This is an optimization exercise on Yosys and OpenROAD, whose aim is a short achievable clock period, not a production implementation. Only simulation tests tie the RTL to the original design; equivalence was not proved. No activity file was given, so power comes from the tool's default toggle rates.

==> inputs of 12-12 <==
Design icmp_echo_reply_parser, start of the top module:
module icmp_echo_reply_parser (
    input  logic                                i_clk,
    input  logic                                i_rst_n,
    input  logic                                i_valid,
    output logic                                o_ready,
    input  icmp_pkg::t_in                       i_data,
    output logic                                o_valid,
    input  logic                                i_ready,
    output icmp_pkg::t_out                      o_data,
    input  logic                                i_cfg_we,
    input  logic [icmp_pkg::CFG_IDX_W-1:0]      i_cfg_idx,
    input  logic [icmp_pkg::CFG_DATA_W-1:0]     i_cfg_data
);
    localparam int NS = 4;
    logic [15:0] r_echo_id;
    logic        r_report_other;
    always_ff @(posedge i_clk) begin
        if (!i_rst_n) begin
            r_echo_id      <= 16'd0;
            r_report_other <= 1'b1;
        end else if (i_cfg_we) begin
            if (i_cfg_idx == icmp_pkg::CFG_ECHO_ID) r_echo_id <= i_cfg_data[15:0];
  ...
==> flow/config.mk <==
export PLATFORM = sky130hd
export DESIGN_NAME = icmp_echo_reply_parser
export DESIGN_NICKNAME = icmp_echo_reply_parser
export VERILOG_FILES = /design/flow/design.v
export SDC_FILE = /design/flow/constraint.sdc
export NUM_CORES = 4
export LEC_CHECK = 0
export CAP_MARGIN = 20
export CORE_MARGIN = 2
export CORE_UTILIZATION = 40
export SETUP_SLACK_MARGIN = 3.9
export SLEW_MARGIN = 20
export SYNTH_HIERARCHICAL = 1
export SYNTH_MINIMUM_KEEP_SIZE = 0
==> flow/constraint.sdc <==
create_clock -name core_clock -period 6.0 [get_ports {i_clk}]
set_input_delay 1.2000 -clock core_clock [delete_from_list [all_inputs] [get_ports {i_clk}]]
set_output_delay 1.2000 -clock core_clock [all_outputs]
set_load 0.01 [all_outputs]
run.sh (not shown) runs the stock make flow with config.mk's settings and CLKGATE_MAP_FILE= SYNTH_SCRIPT=/design/flow/synth_recipe.tcl, a recipe that flattens the netlist after the stock synthesis.
==> 06-28: changes against 12-12 <==
--- a/flow/design.v
+++ b/flow/design.v
@@ -183,14 +183,24 @@
     output logic [W-1:0]   o_y
 );
     always_comb begin
         o_y = '0;
         for (int k = 0; k < N; k++) o_y = o_y | ({W{i_sel[k]}} & i_d[k*W +: W]);
     end
 endmodule
+module icmp_sel #(
+    parameter int W = 4
+) (
+    input  logic         i_s,
+    input  logic [W-1:0] i_a,
+    input  logic [W-1:0] i_b,
+    output logic [W-1:0] o_y
+);
+    assign o_y = i_s ? i_a : i_b;
+endmodule
 module icmp_echo_reply_parser (
     input  logic                                i_clk,
     input  logic                                i_rst_n,
     input  logic                                i_valid,
     output logic                                o_ready,
     input  icmp_pkg::t_in                       i_data,
     output logic                                o_valid,
@@ -442,22 +452,29 @@
             .o_sec  (rtt_sec[k]),
             .o_usec (rtt_usec[k])
         );
     end
     logic [NS-1:0] rp_m1;
     logic [NS-1:0] sel_hold;
     logic [NS-1:0] sel_keep, sel_echo;
+    logic [NS-1:0] sel_keep_a, sel_keep_b, sel_echo_a, sel_echo_b;
     always_comb begin
         rp_m1    = {r_rp[0], r_rp[NS-1:1]};
         sel_hold = r_out_v ? rp_m1 : r_rp;
         for (int k = 0; k < NS; k++) begin
-            sel_keep[k] = i_ready ? (r_rp[k] && s_keep[k]) : (sel_hold[k] && s_keep[k]);
-            sel_echo[k] = i_ready ? (r_rp[k] && s_echo[k]) : (sel_hold[k] && s_echo[k]);
+            sel_keep_a[k] = r_rp[k] && s_keep[k];
+            sel_keep_b[k] = sel_hold[k] && s_keep[k];
+            sel_echo_a[k] = r_rp[k] && s_echo[k];
+            sel_echo_b[k] = sel_hold[k] && s_echo[k];
         end
     end
+    icmp_sel #(.W(2*NS)) u_sel (
+        .i_s(i_ready), .i_a({sel_keep_a, sel_echo_a}), .i_b({sel_keep_b, sel_echo_b}),
+        .o_y({sel_keep, sel_echo})
+    );
     logic [NS-1:0]    d_other;
     logic [NS*27-1:0] d_keep;
     logic [NS*76-1:0] d_echo;
     logic             n_other, n_echo;
     logic [26:0]      n_keep;
     logic [75:0]      n_echo_f;
     logic [104:0]     r_out;
==> flow/flow/run.sh (new file) <==
#!/bin/bash
# The standard layout (standard.sh), with the port buffers made as
# sky130_fd_sc_hd__buf_4. On sky130hd the flow's timing repair may only swap
# cells of the same footprint, so port buffers that start out as delay cells
# stay slow; starting from buf_4 avoids that. Everything else is unchanged.
# The make output goes to standard.log; ORFS keeps each step's log under orfs/logs.
set -euo pipefail
bash standard.sh "BUFFER_PORTS_ARGS=-buffer_cell sky130_fd_sc_hd__buf_4" finish > standard.log 2>&1
==> flow/standard.sh (new file) <==
#!/bin/bash
# synth_recipe.tcl (not shown) runs the flow's synth.tcl, then flattens the netlist and writes it again
# the make line also repeats each setting of config.mk as NAME=value (left out here)
make -C /OpenROAD-flow-scripts/flow DESIGN_CONFIG=/design/flow/config.mk WORK_HOME=/design/flow/orfs CLKGATE_MAP_FILE= SYNTH_SCRIPT=/design/flow/synth_recipe.tcl "${@:-finish}"
==> flow/config.mk (replaced) <==
export PLATFORM = sky130hd
export DESIGN_NAME = icmp_echo_reply_parser
export DESIGN_NICKNAME = icmp_echo_reply_parser
export VERILOG_FILES = /design/flow/design.v
export SDC_FILE = /design/flow/constraint.sdc
export NUM_CORES = 4
export LEC_CHECK = 0
export CAP_MARGIN = 20
export CORE_MARGIN = 2
export CORE_UTILIZATION = 60
export PLACE_DENSITY = 0.75
export SETUP_SLACK_MARGIN = 3.9
export SLEW_MARGIN = 20
export SYNTH_HIERARCHICAL = 1
export SYNTH_MINIMUM_KEEP_SIZE = 0
removed: flow/run.sh
==> 10-18: changes against 12-12 <==
--- a/flow/design.v
+++ b/flow/design.v
@@ -21,14 +21,16 @@
     localparam logic [CNT_W-1:0] OFF_USEC_HI = CNT_W'(15);
     localparam logic [7:0]       PROTO_ICMP      = 8'd1;
     localparam logic [7:0]       ICMP_ECHO_REPLY = 8'd0;
     localparam logic [CNT_W-1:0] MIN_IP_LEN      = CNT_W'(20);
     localparam logic [CNT_W-1:0] ICMP_HDR_LEN    = CNT_W'(8);
     localparam logic [CNT_W-1:0] ICMP_ECHO_LEN   = CNT_W'(16);
     localparam logic [19:0]      USEC_PER_SEC    = 20'd1000000;
+    localparam int BLK_SEC  = 8;
+    localparam int BLK_USEC = 5;
     typedef enum logic [1:0] {
         KIND_DROP  = 2'd0,
         KIND_ECHO  = 2'd1,
         KIND_OTHER = 2'd2
     } t_kind;
     typedef struct packed {
         logic [7:0]         data_byte;
@@ -106,31 +108,36 @@
                     o_bg[j] = c0;
                     o_bp[j] = c0 | pa;
                 end
             end
         end
     end
 endmodule
-module icmp_rtt (
-    input  logic [31:0] i_s_s0,
-    input  logic [31:0] i_s_s1,
-    input  logic [7:0]  i_s_bg,
-    input  logic [7:0]  i_s_bp,
-    input  logic [19:0] i_d_s0,
-    input  logic [19:0] i_d_s1,
-    input  logic [4:0]  i_d_bg,
-    input  logic [4:0]  i_d_bp,
-    input  logic [19:0] i_e_s0,
-    input  logic [19:0] i_e_s1,
-    input  logic [4:0]  i_e_bg,
-    input  logic [4:0]  i_e_bp,
-    input  logic        i_hb,
-    input  logic        i_nn,
-    output logic [31:0] o_sec,
-    output logic [19:0] o_usec
+module icmp_rtt #(
+    parameter int BS = 8,            
+    parameter int BU = 5,            
+    localparam int NS_ = 32 / BS,
+    localparam int NU_ = 20 / BU
+) (
+    input  logic [31:0]     i_s_s0,
+    input  logic [31:0]     i_s_s1,
+    input  logic [NS_-1:0]  i_s_bg,
+    input  logic [NS_-1:0]  i_s_bp,
+    input  logic [19:0]     i_d_s0,
+    input  logic [19:0]     i_d_s1,
+    input  logic [NU_-1:0]  i_d_bg,
+    input  logic [NU_-1:0]  i_d_bp,
+    input  logic [19:0]     i_e_s0,
+    input  logic [19:0]     i_e_s1,
+    input  logic [NU_-1:0]  i_e_bg,
+    input  logic [NU_-1:0]  i_e_bp,
+    input  logic            i_hb,
+    input  logic            i_nn,
+    output logic [31:0]     o_sec,
+    output logic [19:0]     o_usec
 );
     function automatic logic [63:0] icmp_prefix(input logic [31:0] p, input logic [31:0] g,
                                                  input int n);
         logic [31:0] gg, pp, g2, p2;
         gg = g;
         pp = p;
         for (int d = 1; d < n; d = d * 2) begin
@@ -141,40 +148,40 @@
                 p2[i] = pp[i] & pp[i-d];
             end
             gg = g2;
             pp = p2;
         end
         icmp_prefix = {pp, gg};
     endfunction
-    logic [63:0] s_pfx, d_pfx, e_pfx;
-    logic [7:0]  s_gg, s_pp;
-    logic [4:0]  d_gg, d_pp, e_gg;
-    logic        borrow;
-    logic [19:0] d_sum, e_sum;
+    logic [63:0]    s_pfx, d_pfx, e_pfx;
+    logic [NS_-1:0] s_gg, s_pp;
+    logic [NU_-1:0] d_gg, d_pp, e_gg;
+    logic           borrow;
+    logic [19:0]    d_sum, e_sum;
     always_comb begin
-        s_pfx = icmp_prefix({24'd0, i_s_bp}, {24'd0, i_s_bg}, 8);
-        d_pfx = icmp_prefix({27'd0, i_d_bp}, {27'd0, i_d_bg}, 5);
-        e_pfx = icmp_prefix({27'd0, i_e_bp}, {27'd0, i_e_bg}, 5);
-        s_gg  = s_pfx[7:0];
-        s_pp  = s_pfx[39:32];
-        d_gg  = d_pfx[4:0];
-        d_pp  = d_pfx[36:32];
-        e_gg  = e_pfx[4:0];
-        borrow = i_hb || (i_nn && !(d_gg[4] || d_pp[4]));
-        d_sum[3:0] = i_d_s1[3:0];
-        e_sum[3:0] = i_e_s0[3:0];
-        for (int j = 1; j < 5; j++) begin
-            d_sum[4*j +: 4] = (d_gg[j-1] || d_pp[j-1]) ? i_d_s1[4*j +: 4] : i_d_s0[4*j +: 4];
-            e_sum[4*j +: 4] = e_gg[j-1] ? i_e_s1[4*j +: 4] : i_e_s0[4*j +: 4];
+        s_pfx = icmp_prefix(32'(i_s_bp), 32'(i_s_bg), NS_);
+        d_pfx = icmp_prefix(32'(i_d_bp), 32'(i_d_bg), NU_);
+        e_pfx = icmp_prefix(32'(i_e_bp), 32'(i_e_bg), NU_);
+        s_gg  = s_pfx[NS_-1:0];
+        s_pp  = s_pfx[32 +: NS_];
+        d_gg  = d_pfx[NU_-1:0];
+        d_pp  = d_pfx[32 +: NU_];
+        e_gg  = e_pfx[NU_-1:0];
+        borrow = i_hb || (i_nn && !(d_gg[NU_-1] || d_pp[NU_-1]));
+        d_sum[BU-1:0] = i_d_s1[BU-1:0];
+        e_sum[BU-1:0] = i_e_s0[BU-1:0];
+        for (int j = 1; j < NU_; j++) begin
+            d_sum[BU*j +: BU] = (d_gg[j-1] || d_pp[j-1]) ? i_d_s1[BU*j +: BU] : i_d_s0[BU*j +: BU];
+            e_sum[BU*j +: BU] = e_gg[j-1] ? i_e_s1[BU*j +: BU] : i_e_s0[BU*j +: BU];
         end
         o_usec = borrow ? e_sum : d_sum;
-        o_sec[3:0] = borrow ? i_s_s0[3:0] : i_s_s1[3:0];
-        for (int j = 1; j < 8; j++) begin
-            o_sec[4*j +: 4] = (s_gg[j-1] || (s_pp[j-1] && !borrow)) ? i_s_s1[4*j +: 4]
-                                                                    : i_s_s0[4*j +: 4];
+        o_sec[BS-1:0] = borrow ? i_s_s0[BS-1:0] : i_s_s1[BS-1:0];
+        for (int j = 1; j < NS_; j++) begin
+            o_sec[BS*j +: BS] = (s_gg[j-1] || (s_pp[j-1] && !borrow)) ? i_s_s1[BS*j +: BS]
+                                                                      : i_s_s0[BS*j +: BS];
         end
     end
 endmodule
 module icmp_rmux #(
     parameter int W = 8,
     parameter int N = 4
 ) (
@@ -183,14 +190,24 @@
     output logic [W-1:0]   o_y
 );
     always_comb begin
         o_y = '0;
         for (int k = 0; k < N; k++) o_y = o_y | ({W{i_sel[k]}} & i_d[k*W +: W]);
     end
 endmodule
+module icmp_sel #(
+    parameter int W = 4
+) (
+    input  logic         i_s,
+    input  logic [W-1:0] i_a,
+    input  logic [W-1:0] i_b,
+    output logic [W-1:0] o_y
+);
+    assign o_y = i_s ? i_a : i_b;
+endmodule
 module icmp_echo_reply_parser (
     input  logic                                i_clk,
     input  logic                                i_rst_n,
     input  logic                                i_valid,
     output logic                                o_ready,
     input  icmp_pkg::t_in                       i_data,
     output logic                                o_valid,
@@ -356,48 +373,48 @@
     logic        x_hb, x_nn;
     always_comb begin
         su_top = d_su[31:24];
         x_nn   = !su_top[7];
         x_hb   = x_nn && ((|su_top[6:0]) || (|a_su[23:20]));
     end
     logic [31:0] x_s_s0, x_s_s1;
-    logic [7:0]  x_s_bg, x_s_bp;
+    logic [32/icmp_pkg::BLK_SEC-1:0] x_s_bg, x_s_bp;
     logic [19:0] x_d_s0, x_d_s1, x_e_s0, x_e_s1;
-    logic [4:0]  x_d_bg, x_d_bp, x_e_bg, x_e_bp;
-    icmp_blk_pre #(.W(32)) u_pre_s (
+    logic [20/icmp_pkg::BLK_USEC-1:0] x_d_bg, x_d_bp, x_e_bg, x_e_bp;
+    icmp_blk_pre #(.W(32), .B(icmp_pkg::BLK_SEC)) u_pre_s (
         .i_a(i_data.recv_sec), .i_b(~a_ss),
         .o_s0(x_s_s0), .o_s1(x_s_s1), .o_bg(x_s_bg), .o_bp(x_s_bp)
     );
-    icmp_blk_pre #(.W(20)) u_pre_d (
+    icmp_blk_pre #(.W(20), .B(icmp_pkg::BLK_USEC)) u_pre_d (
         .i_a(i_data.recv_usec), .i_b(~a_su[19:0]),
         .o_s0(x_d_s0), .o_s1(x_d_s1), .o_bg(x_d_bg), .o_bp(x_d_bp)
     );
-    icmp_blk_pre #(.W(20)) u_pre_e (
+    icmp_blk_pre #(.W(20), .B(icmp_pkg::BLK_USEC)) u_pre_e (
         .i_a(i_data.recv_usec), .i_b(r_ey),
         .o_s0(x_e_s0), .o_s1(x_e_s1), .o_bg(x_e_bg), .o_bp(x_e_bp)
     );
     logic        s_keep [NS];
     logic [10:0] s_ilen [NS];
     logic [7:0]  s_type [NS];
     logic [7:0]  s_code [NS];
     logic [15:0] s_seq  [NS];
     logic [7:0]  s_ttl  [NS];
     logic        s_echo [NS];
     logic [31:0] s_s_s0 [NS];
     logic [31:0] s_s_s1 [NS];
-    logic [7:0]  s_s_bg [NS];
-    logic [7:0]  s_s_bp [NS];
+    logic [32/icmp_pkg::BLK_SEC-1:0] s_s_bg [NS];
+    logic [32/icmp_pkg::BLK_SEC-1:0] s_s_bp [NS];
     logic [19:0] s_d_s0 [NS];
     logic [19:0] s_d_s1 [NS];
-    logic [4:0]  s_d_bg [NS];
-    logic [4:0]  s_d_bp [NS];
+    logic [20/icmp_pkg::BLK_USEC-1:0] s_d_bg [NS];
+    logic [20/icmp_pkg::BLK_USEC-1:0] s_d_bp [NS];
     logic [19:0] s_e_s0 [NS];
     logic [19:0] s_e_s1 [NS];
-    logic [4:0]  s_e_bg [NS];
-    logic [4:0]  s_e_bp [NS];
+    logic [20/icmp_pkg::BLK_USEC-1:0] s_e_bg [NS];
+    logic [20/icmp_pkg::BLK_USEC-1:0] s_e_bp [NS];
     logic        s_hb   [NS];
     logic        s_nn   [NS];
     logic [31:0] rtt_sec  [NS];
     logic [19:0] rtt_usec [NS];
     for (genvar k = 0; k < NS; k++) begin : g_slot
         always_ff @(posedge i_clk) begin
             if (r_wp[k]) begin
@@ -420,15 +437,15 @@
                 s_e_s1[k] <= x_e_s1;
                 s_e_bg[k] <= x_e_bg;
                 s_e_bp[k] <= x_e_bp;
                 s_hb[k]   <= x_hb;
                 s_nn[k]   <= x_nn;
             end
         end
-        icmp_rtt u_rtt (
+        icmp_rtt #(.BS(icmp_pkg::BLK_SEC), .BU(icmp_pkg::BLK_USEC)) u_rtt (
             .i_s_s0 (s_s_s0[k]),
             .i_s_s1 (s_s_s1[k]),
             .i_s_bg (s_s_bg[k]),
             .i_s_bp (s_s_bp[k]),
             .i_d_s0 (s_d_s0[k]),
             .i_d_s1 (s_d_s1[k]),
             .i_d_bg (s_d_bg[k]),
@@ -442,22 +459,29 @@
             .o_sec  (rtt_sec[k]),
             .o_usec (rtt_usec[k])
         );
     end
     logic [NS-1:0] rp_m1;
     logic [NS-1:0] sel_hold;
     logic [NS-1:0] sel_keep, sel_echo;
+    logic [NS-1:0] sel_keep_a, sel_keep_b, sel_echo_a, sel_echo_b;
     always_comb begin
         rp_m1    = {r_rp[0], r_rp[NS-1:1]};
         sel_hold = r_out_v ? rp_m1 : r_rp;
         for (int k = 0; k < NS; k++) begin
-            sel_keep[k] = i_ready ? (r_rp[k] && s_keep[k]) : (sel_hold[k] && s_keep[k]);
-            sel_echo[k] = i_ready ? (r_rp[k] && s_echo[k]) : (sel_hold[k] && s_echo[k]);
+            sel_keep_a[k] = r_rp[k] && s_keep[k];
+            sel_keep_b[k] = sel_hold[k] && s_keep[k];
+            sel_echo_a[k] = r_rp[k] && s_echo[k];
+            sel_echo_b[k] = sel_hold[k] && s_echo[k];
         end
     end
+    icmp_sel #(.W(2*NS)) u_sel (
+        .i_s(i_ready), .i_a({sel_keep_a, sel_echo_a}), .i_b({sel_keep_b, sel_echo_b}),
+        .o_y({sel_keep, sel_echo})
+    );
     logic [NS-1:0]    d_other;
     logic [NS*27-1:0] d_keep;
     logic [NS*76-1:0] d_echo;
     logic             n_other, n_echo;
     logic [26:0]      n_keep;
     logic [75:0]      n_echo_f;
     logic [104:0]     r_out;
==> flow/config.mk (replaced) <==
export PLATFORM = sky130hd
export DESIGN_NAME = icmp_echo_reply_parser
export DESIGN_NICKNAME = icmp_echo_reply_parser
export VERILOG_FILES = /design/flow/design.v
export SDC_FILE = /design/flow/constraint.sdc
export NUM_CORES = 4
export LEC_CHECK = 0
export CAP_MARGIN = 20
export CORE_MARGIN = 2
export CORE_UTILIZATION = 60
export CTS_CLUSTER_DIAMETER = 100
export CTS_CLUSTER_SIZE = 25
export PLACE_DENSITY = 0.75
export SETUP_SLACK_MARGIN = 3.9
export SLEW_MARGIN = 20
export SYNTH_HIERARCHICAL = 1
export SYNTH_MINIMUM_KEEP_SIZE = 0
==> 06-19: changes against 12-12 <==
--- a/flow/design.v
+++ b/flow/design.v
@@ -183,14 +183,24 @@
     output logic [W-1:0]   o_y
 );
     always_comb begin
         o_y = '0;
         for (int k = 0; k < N; k++) o_y = o_y | ({W{i_sel[k]}} & i_d[k*W +: W]);
     end
 endmodule
+module icmp_sel #(
+    parameter int W = 4
+) (
+    input  logic         i_s,
+    input  logic [W-1:0] i_a,
+    input  logic [W-1:0] i_b,
+    output logic [W-1:0] o_y
+);
+    assign o_y = i_s ? i_a : i_b;
+endmodule
 module icmp_echo_reply_parser (
     input  logic                                i_clk,
     input  logic                                i_rst_n,
     input  logic                                i_valid,
     output logic                                o_ready,
     input  icmp_pkg::t_in                       i_data,
     output logic                                o_valid,
@@ -442,22 +452,29 @@
             .o_sec  (rtt_sec[k]),
             .o_usec (rtt_usec[k])
         );
     end
     logic [NS-1:0] rp_m1;
     logic [NS-1:0] sel_hold;
     logic [NS-1:0] sel_keep, sel_echo;
+    logic [NS-1:0] sel_keep_a, sel_keep_b, sel_echo_a, sel_echo_b;
     always_comb begin
         rp_m1    = {r_rp[0], r_rp[NS-1:1]};
         sel_hold = r_out_v ? rp_m1 : r_rp;
         for (int k = 0; k < NS; k++) begin
-            sel_keep[k] = i_ready ? (r_rp[k] && s_keep[k]) : (sel_hold[k] && s_keep[k]);
-            sel_echo[k] = i_ready ? (r_rp[k] && s_echo[k]) : (sel_hold[k] && s_echo[k]);
+            sel_keep_a[k] = r_rp[k] && s_keep[k];
+            sel_keep_b[k] = sel_hold[k] && s_keep[k];
+            sel_echo_a[k] = r_rp[k] && s_echo[k];
+            sel_echo_b[k] = sel_hold[k] && s_echo[k];
         end
     end
+    icmp_sel #(.W(2*NS)) u_sel (
+        .i_s(i_ready), .i_a({sel_keep_a, sel_echo_a}), .i_b({sel_keep_b, sel_echo_b}),
+        .o_y({sel_keep, sel_echo})
+    );
     logic [NS-1:0]    d_other;
     logic [NS*27-1:0] d_keep;
     logic [NS*76-1:0] d_echo;
     logic             n_other, n_echo;
     logic [26:0]      n_keep;
     logic [75:0]      n_echo_f;
     logic [104:0]     r_out;
==> flow/config.mk (replaced) <==
export PLATFORM = sky130hd
export DESIGN_NAME = icmp_echo_reply_parser
export DESIGN_NICKNAME = icmp_echo_reply_parser
export VERILOG_FILES = /design/flow/design.v
export SDC_FILE = /design/flow/constraint.sdc
export NUM_CORES = 4
export LEC_CHECK = 0
export CAP_MARGIN = 20
export CORE_MARGIN = 2
export CORE_UTILIZATION = 60
export PLACE_DENSITY = 0.75
export SETUP_SLACK_MARGIN = 3.9
export SLEW_MARGIN = 20
export SYNTH_HIERARCHICAL = 1
export SYNTH_MINIMUM_KEEP_SIZE = 0
==> comparison <==
Between 12-12 and 06-19, the lower combinational power is in 12-12 (gap about 6%, measured against 06-19).
In 10-18 the count of clock-buffer cells in the layout is lower than in 12-12, by 82.
Between 12-12 and 06-28, the lower fmax is in 12-12 (gap 1.2%, measured against 06-28).
In 06-28 the die area is smaller than in 12-12, by about 33%.
Between 06-28 and 06-19, the lower setup slack is in 06-28 (gap 32 ps).
Wire length, highest first: 12-12, 06-19, 06-28, 10-18.
In synthesized cell count, 06-28 and 06-19 do not differ.
Against 10-18, the synthesized area of 12-12 is larger by 4.1%.
First-iteration DRC count: 06-19 > 06-28 > 10-18 > 12-12.
Register-to-register slack is about the same in 06-28 and 06-19.

==> port drivers added, routing unchanged <==
How much do the figures lean on ideal ports? The routed layouts below were timed once more, with nothing changed but the port constraints.
Step 1 sets driving cells, clkbuf_16 on the clock port and buf_2 on the other inputs (assumed; they add their load-dependent delay and slew).
Step 2 times the ports against the registers' clock, not the clock port: input delays grow and output delays shrink by t, the midpoint of the rising clock arrivals with the driver on.
Slacks: ideal ports / drivers / drivers and shift; pairs: ideal ports / drivers.
| run | shift t [ns] | setup WS [ns] | worst register clock-pin slew, ns | worst data-port slew with drivers (ns) |
|---|---|---|---|---|
| 12-12 | 0.781 | 3.545 / 3.467 / 3.110 | 0.07 / 0.07 | 0.10 |
| 06-28 | 0.758 | 3.573 / 3.511 / 3.135 | 0.07 / 0.07 | 0.13 |
| 10-18 | 0.716 | 3.648 / 3.577 / 2.983 | 0.11 / 0.11 | 0.08 |
| 06-19 | 0.760 | 3.606 / 3.537 / 3.108 | 0.07 / 0.07 | 0.12 |
After both steps every run listed still meets setup and hold. For 10-18, which loses most, drivers alone change the setup slack by -0.071 ns; drivers and shift together by -0.665 ns.
